From an optimization exercise on the open Yosys and OpenROAD flow, aimed at small area, a short achievable clock period and few clock cycles; shortcuts taken in it are not production practice.
The RTL was checked by simulation tests, not by an equivalence proof against the original design.
Power and IR drop assume default switching activity.

==> flow/design.v (outline; a module is shown in full before it is edited, if it fits) <==
// module rnn_cell_engine: 976 lines
module rnn_cell_engine #(
    parameter int HID  = 64,
    parameter int XW   = 32,
    parameter int DW   = 20,
    parameter int FRAC = 16,
    parameter int ACC  = 44,
    parameter int AW   = 17
) (
    input  logic          clk,
    input  logic          reset,
    input  logic          ready,
    input  logic          act_mode,
    input  logic [XW-1:0] idata,
    input  logic [DW-1:0] mdata_r,
    output logic          busy,
    output logic          done,
    output logic          i_en,
    output logic          mce,
    output logic [2:0]    msel,
    output logic [AW-1:0] maddr,
    output logic [DW-1:0] mdata_w
);
  // ...
==> flow/flow/run.sh <==
#!/bin/bash
set -euo pipefail
K=(SETUP_SLACK_MARGIN=10 "BUFFER_PORTS_ARGS=-buffer_cell sky130_fd_sc_hd__buf_4" "CTS_ARGS=-sink_clustering_enable -repair_clock_nets -dont_use_dummy_load -sink_clustering_size 30 -sink_clustering_max_diameter 50")
bash standard.sh "${K[@]}" place > make_place.log 2>&1
openroad -exit flow/move_outregs.tcl > move_outregs.log 2>&1
bash standard.sh "${K[@]}" finish > make_finish.log 2>&1
==> flow/flow/move_outregs.tcl <==
# Move every flip-flop that drives an output port's buffer (and nothing else) onto that buffer,
# then legalise: the register-to-port path then has no long wire. Run on 3_place.odb.
set odb orfs/results/sky130hd/rnn_cell_engine/base/3_place.odb
read_db $odb
set block [ord::get_db_block]
set moved 0
foreach bt [$block getBTerms] {
  if {[$bt getIoType] ne "OUTPUT"} { continue }
  set net [$bt getNet]
  if {$net eq "NULL"} { continue }
  set buf ""
  foreach it [$net getITerms] {
    if {[$it isOutputSignal]} { set buf [$it getInst] }
  }
  if {$buf eq ""} { continue }
  set src ""
  foreach it [$buf getITerms] {
    if {[$it isInputSignal]} { set in [$it getNet] }
  }
  if {![info exists in] || $in eq "NULL"} { continue }
  set loads 0
  foreach it [$in getITerms] {
    if {[$it isOutputSignal]} { set src [$it getInst] } else { incr loads }
  }
  unset in
  if {$src eq "" || $loads != 1} { continue }
  if {![string match "*dfxtp*" [[$src getMaster] getName]]} { continue }
  set bl [$buf getLocation]
  $src setLocation [lindex $bl 0] [lindex $bl 1]
  incr moved
}
puts "moved $moved output registers"
detailed_placement
check_placement -verbose
write_db $odb
==> flow/standard.sh <==
#!/bin/bash
# synth_recipe.tcl (not shown) runs the flow's synth.tcl, then flattens the netlist and writes it again
# the make line also repeats each setting of config.mk as NAME=value (left out here)
make -C /OpenROAD-flow-scripts/flow DESIGN_CONFIG=/design/flow/config.mk WORK_HOME=/design/flow/orfs CLKGATE_MAP_FILE= SYNTH_SCRIPT=/design/flow/synth_recipe.tcl "${@:-finish}"
==> flow/config.mk <==
export PLATFORM = sky130hd
export DESIGN_NAME = rnn_cell_engine
export DESIGN_NICKNAME = rnn_cell_engine
export VERILOG_FILES = /design/flow/design.v
export SDC_FILE = /design/flow/constraint.sdc
export NUM_CORES = 4
export LEC_CHECK = 0
export CAP_MARGIN = 20
export CORE_MARGIN = 2
export CORE_UTILIZATION = 40
export SLEW_MARGIN = 20
==> flow/constraint.sdc <==
create_clock -name core_clock -period 14.0 [get_ports {clk}]
set_input_delay 2.8000 -clock core_clock [delete_from_list [all_inputs] [get_ports {clk}]]
set_output_delay 2.8000 -clock core_clock [all_outputs]
set_load 0.01 [all_outputs]
==> impl_metrics.json, run 1 <==
{
  "outcome": "finished clean",
  "cts_buffer_depth": 3,
  "track_usage_pct": 13.2,
  "holdPathEnd": "ring_b[861]",
  "grt_pass1_wl_mm": 193,
  "crit_arrival_ps": 1270,
  "clkTransAtPathRegs_ps": 100,
  "synthTopCellsByArea": "dfxtp_1 69%, edfxtp_1 6.0%, fa_1 5.7%",
  "cp-startpoint": "wdat2_q[17]",
  "synth_simple_gate_area_share_pct": 5.99,
  "numCtsBuffers": 167,
  "yosysWarnings": 1,
  "cts_tree": "yes",
  "drive_gt1_share_pct": 8.25,
  "ys_seq_elements": 2696,
  "min_from": "ring_b[879]",
  "diodes": 1,
  "crit_path_max_incr_delay_ps": 330,
  "die_h_um": 434,
  "final_area_um2": 81900,
  "use_met2_pct": 19.4,
  "mostFrequentLayoutCells": "2484 x dfxtp_1, 451 x nand2_1, 322 x inv_1",
  "mostFrequentLayoutCell": "dfxtp_1",
  "dr_wl_met2_mm": 51.7,
  "grt_max_degree": 86
}
Testbench counts, summed over its fixed seeds: cycles 993,664.
==> run 2, diff against run 1 <==
--- a/flow/design.v
+++ b/flow/design.v
@@ -31,17 +31,17 @@
     localparam logic [2:0] ST_W2   = 3'd3;
     localparam logic [2:0] ST_CFGT = 3'd4;
     localparam logic [2:0] ST_BND  = 3'd5;
     localparam logic [2:0] ST_WIN  = 3'd6;
     localparam logic [1:0] TK_NONE = 2'd0;
     localparam logic [1:0] TK_ONE  = 2'd1;    
     localparam logic [1:0] TK_WH   = 2'd2;    
     logic [2:0]  st_q, st_d;
-    logic        busy_q, busy_d, done_q, done_d, ien_q, ien_d, mce_q, mce_d;
+    logic        busy_q, busyo_q, busy_d, done_q, done_d, ien_q, ien_d, mce_q, mce_d;
     logic [2:0]  msel_q, msel_d;
     logic [16:0] maddr_q, maddr_d;
     logic        mode_q, mode_d;
     logic [5:0]  ph_q;
     logic [19:0] tleft_q, tleft_d;
     logic [10:0] taddr_q, taddr_d;
     logic        t0_q, t0_d, hp_q, hp_d, more_q, more_d, par_q, par_d;
     logic [2:0]  b_q, b_d;
@@ -61,17 +61,17 @@
     logic        rp_q;
     logic [5:0]  iw_q;
     logic [19:0] d_q;
     logic [8:0]  bneg_q, bone_q, btwo_q;
     logic [42:0] acc_s_q, acc_c_q;
     logic [26:0] r_q;
     logic [17:0] res_q, wdat_q, wdat2_q;
     logic [63:0][17:0] ring_a, ring_b;
-    assign busy    = busy_q;
+    assign busy    = busyo_q;
     assign done    = done_q;
     assign i_en    = ien_q;
     assign mce     = mce_q;
     assign msel    = msel_q;
     assign maddr   = maddr_q;
     assign mdata_w = {{2{wdat2_q[17]}}, wdat2_q};
     logic [31:0] xpre, xbelow, xone;
     logic [4:0]  xidx;
@@ -272,16 +272,17 @@
         strobe = rp_q && (ph_q == iw_q);
         if (strobe) z_d = z_q + 7'((res_q == '0) ? 1 : 0);
         if (close5_q) wpend_d = 1'b1;
     end
     always_ff @(posedge clk) begin
         if (reset) begin
             st_q   <= ST_IDLE;
             busy_q <= 1'b0;
+            busyo_q <= 1'b0;
             done_q <= 1'b0;
             ien_q  <= 1'b0;
             mce_q  <= 1'b0;
             ph_q   <= '0;
             par_q  <= 1'b0;
             wpend_q <= 1'b0;
             rp_q    <= 1'b0;
             tk1_close_q <= 1'b0;
@@ -294,16 +295,17 @@
             rp_q    <= close4_q | (rp_q & ~strobe);
             tk1_close_q <= tk_close_d;
             tk2_close_q <= tk1_close_q;
             close3_q    <= tk2_close_q;
             close4_q    <= close3_q;
             close5_q    <= close4_q;
             st_q   <= st_d;
             busy_q <= busy_d;
+            busyo_q <= (st_d != ST_IDLE);       
             done_q <= done_d;
             ien_q  <= ien_d;
             mce_q  <= mce_d;
             ph_q   <= ph_q + 6'd1;
             par_q  <= par_d;
         end
     end
     always_ff @(posedge clk) begin
==> flow/flow/run.sh (replaced) <==
#!/bin/bash
set -euo pipefail
K=(SETUP_SLACK_MARGIN=10 "BUFFER_PORTS_ARGS=-buffer_cell sky130_fd_sc_hd__buf_2" "CTS_ARGS=-sink_clustering_enable -repair_clock_nets -dont_use_dummy_load -sink_clustering_size 30 -sink_clustering_max_diameter 50")
bash standard.sh "${K[@]}" place > make_place.log 2>&1
openroad -exit flow/move_outregs.tcl > move_outregs.log 2>&1
bash standard.sh "${K[@]}" finish > make_finish.log 2>&1
==> run 2 against run 1 <==
Against the previous run:
- critical path depth stayed put
- synthesized cell count is 0.11% higher
- utilization is 0.24 points lower
- via count is 0.85% higher
- global-route usage is 0.055 points lower
- cell count hardly changed
- clock power is 3% lower
- setup slack better by 11 ps
- worst hold slack better by 44 ps
- total power is 3.3% lower
- critical path type unchanged
- highest routed layer is now met5
==> impl_metrics.json, run 2 <==
{
  "outcome": "finished clean",
  "syn_to_final_growth_pct": 10.2,
  "slew_violations": 0,
  "synth_most_common_cell": "dfxtp_1",
  "fillers": 16420,
  "drt-pass1-iter-count": 8,
  "drt_iter0_markers": 2129,
  "grt_overflow": 0,
  "nNetsFinal": 5884,
  "port_buffers": 99,
  "ys_types": 74,
  "relSlewSlack_pct": 31.6,
  "fmax_mhz": 246,
  "start_kind": "flop",
  "cp.required_ps": 11200,
  "synthXorXnorAreaFrac_pct": 3.61,
  "mappedNetlistArea_um2": 74000,
  "yosysSeqAreaShare_pct": 74.9,
  "routed_via_density": 4.39,
  "gp_congestion": 0.847,
  "synth-edff-count": 147,
  "final_core_util_pct": 44.4,
  "dr_wl_met3_mm": 5.45,
  "cp-end-kind": "output port",
  "crit_family": "flip-flops",
  "dr_wl_met2_mm": 53.2,
  "place.detailed.hpwl_mm": 78.5,
  "synthTopCellsByArea": "dfxtp_1 69%, edfxtp_1 6.0%, fa_1 5.7%",
  "synth_top_family_by_area": "adder cells",
  "vias": 34877,
  "hold_path_class": "reg -> reg",
  "setup_violations": 0,
  "cp_num_cells": 1,
  "finalSetupTns_ps": 0,
  "clkTransAtPathRegs_ps": 100,
  "grt_max_degree": 86,
  "syn_nets": 5758,
  "die_w_um": 434,
  "yosysTopAreaCell": "dfxtp_1",
  "synth-compound-area-share_pct": 3.78,
  "syn-instance-count": 5361,
  "grt_pass1_vias": 35064,
  "hold_violations": 0,
  "synthAdderAreaFrac_pct": 7.90,
  "p_clk_share_pct": 31.3,
  "highest-signal-layer": "met5",
  "yosysWarnings": 1,
  "reg.largest.list": "ring_a: 1152 flops, ring_b: 1152 flops",
  "mostFrequentLayoutCells": "2489 x dfxtp_1, 477 x nand2_1, 318 x inv_1",
  "post-synth-top-area-fraction_pct": 69.0,
  "critPathSlowestCell": "dfxtp_4",
  "crit_type": "reg -> out",
  "track_usage_pct": 13.1,
  "cts_tree": "yes",
  "numCtsBuffers": 159,
  "fin_worst_skew_ps": 78.8,
  "clk_latency_ps": 800,
  "setup_ws_ps": 9940,
  "grt_pass1_wl_mm": 195,
  "cts_max_level": 4,
  "async_flop_share_pct": 0,
  "num_io_pins": 100,
  "cp_cell_sequence": "buf_6",
  "combPwrFrac_pct": 8.5,
  "wl_mm": 122,
  "synthMuxAreaShare_pct": 0.896,
  "dieArea_um2": 188000,
  "ir_drop_mv": 0.125,
  "dp.cells": 7783,
  "die_h_um": 434,
  "path_max_fanout": 3,
  "p_int_uw": 10400,
  "netSwitchingFraction_pct": 22.3,
  "cts_buffer_depth": 3,
  "postSynthAreaPerCell_um2": 13.8,
  "placed_cell_area_um2": 77200,
  "wl_met1_mm": 59.3,
  "hold_path_depth": 0,
  "mostFrequentLayoutCell": "dfxtp_1",
  "synth_simple_gate_area_share_pct": 6.34,
  "drive_gt1_share_pct": 7.77,
  "tightest_slew_ps": 1020,
  "clock_sinks": 2696,
  "ys.flop_type": "dfxtp_1",
  "rsz0062_at_grt": "yes",
  "drcViolationCount": 0,
  "cts-root-buf": "clkbuf_16",
  "ys_top_cells_by_count": "2549 x dfxtp_1, 477 x nand2_1, 318 x inv_1",
  "initial_core_util_pct": 40.3,
  "crit_path_max_incr_delay_ps": 370,
  "maxCapViolCount": 0,
  "wire_per_inst_um": 15.3,
  "crit_arrival_ps": 1260,
  "antenna_found_initial": 5,
  "pwr-share-seq_pct": 60.2,
  "place_ws_ps": 9730,
  "detail-route-antenna-nets": 0,
  "power_density_nw_per_um2": 164,
  "rows": 157,
  "reg2reg_depth": 11,
  "p_leak_uw": 0.0325,
  "instances_no_fill": 7951,
  "finalCritPeriodShare_pct": 29.0,
  "p_switching_uw": 2990,
  "coreArea_um2": 183000,
  "crit_buf_inv": 1,
  "final_area_um2": 81500,
  "ys_seq_elements": 2696,
  "layout_min_cycle_time_ps": 4060
}
==> run 2: cell count changes after synthesis, sizes merged, moves of 7 or more <==
cell    before  now
or3          7   16
a311oi       9    2
a21o        27   18
nor2       144  130
and3        14   25
xnor2      172  164
a21oi       75   66
nand2      452  477
or2         13    6
xor2       132  141
==> run 2: worst paths after layout <==
check        slack, ps          end   startpoint
max               9940  mdata_w[17]  wdat2_q[17]
min                260  ring_a[788]  ring_a[806]
max reg2reg      10160  acc_c_q[17]    bone_q[0]
min reg2reg        260  ring_a[788]  ring_a[806]
==> run 2: cells by family (layout without fill, tap and decap cells) <==
logic type / Yosys count / in the layout
AO/OA/AOI/OAI: 468 / 468
XOR/XNOR: 305 / 305
adder cells (fa/ha/maj): 341 / 341
buffers and inverters: 495 / 619
flip-flops: 2696 / 2696
multiplexers: 61 / 61
other: 0 / 2
AND/OR/NAND/NOR: 995 / 995
==> run 2: what timing repair did <==
action	4_1_cts	5_1_grt
buffers inserted	0	7
pin swaps	0	1
endpoints found under the hold margin	0	0
resized for setup	63	42
hold buffers	0	0
endpoints found under the setup margin	65	70
==> run 2: layer usage <==
metal	vias up	track usage, %
met2	632	20.0
met1	16767	18.6
met5	-	0
li1	17239	-
met3	237	2.50
met4	2	4.66
==> run 2: stage by stage <==
step                      power, µW  hold WS [ps]
after global placement         9340           310
after global routing          14000           265
after CTS                     13600           256
after floorplan                9040           310
final                         13400           261
after detailed placement       9380           312
==> run 2: area by class of cell <==
type | instances | area, µm² | area share, %
tap | 2464 | 3080 | 3.78
multi-input combinational | 2170 | 16700 | 20.5
antenna | 2 | 5.00 | 0.00614
timing repair buffer | 141 | 1030 | 1.26
inverter | 319 | 1200 | 1.47
clock buffer | 159 | 3980 | 4.88
sequential | 2696 | 55500 | 68.1
==> run 2: power by group through the flow <==
stage          combinational (µW)  sequential [µW]  clock (µW)
3_3_place_gp                 1090             8240           0
5_1_grt                      1310             8090        4630
4_1_cts                      1140             8070        4360
3_5_place_dp                 1130             8240           0
2_1_floorplan                 880             8160           0
6_report                     1130             8070        4200
Testbench counts of run 2, summed over its fixed seeds: cycles 993,664.

re-timing with driven ports:
In the flow no input, the clock included, has a driving cell. The finished layouts below were timed again as built, in two steps. Step 1: set_driving_cell puts a clkbuf_16 on clk and a buf_2 on each other input, an assumption about the parent block. Step 2 also shifts input and output timing later by t, the mid clock arrival at the registers, as if the neighbouring blocks saw the same clock. Slacks: ideal ports / drivers / drivers and shift; pairs: ideal ports / drivers.
run	shift t [ns]	setup slack, ns	slew at the worst register clock pin (ns)	worst data-port slew with drivers (ns)	pins driven straight from the clock port
run 1	0.849	9.929 / 9.848 / 10.006	0.10 / 0.10	0.04	1
run 2	0.830	9.940 / 9.862 / 10.096	0.10 / 0.10	0.04	1
After both steps every run listed still meets setup and hold.
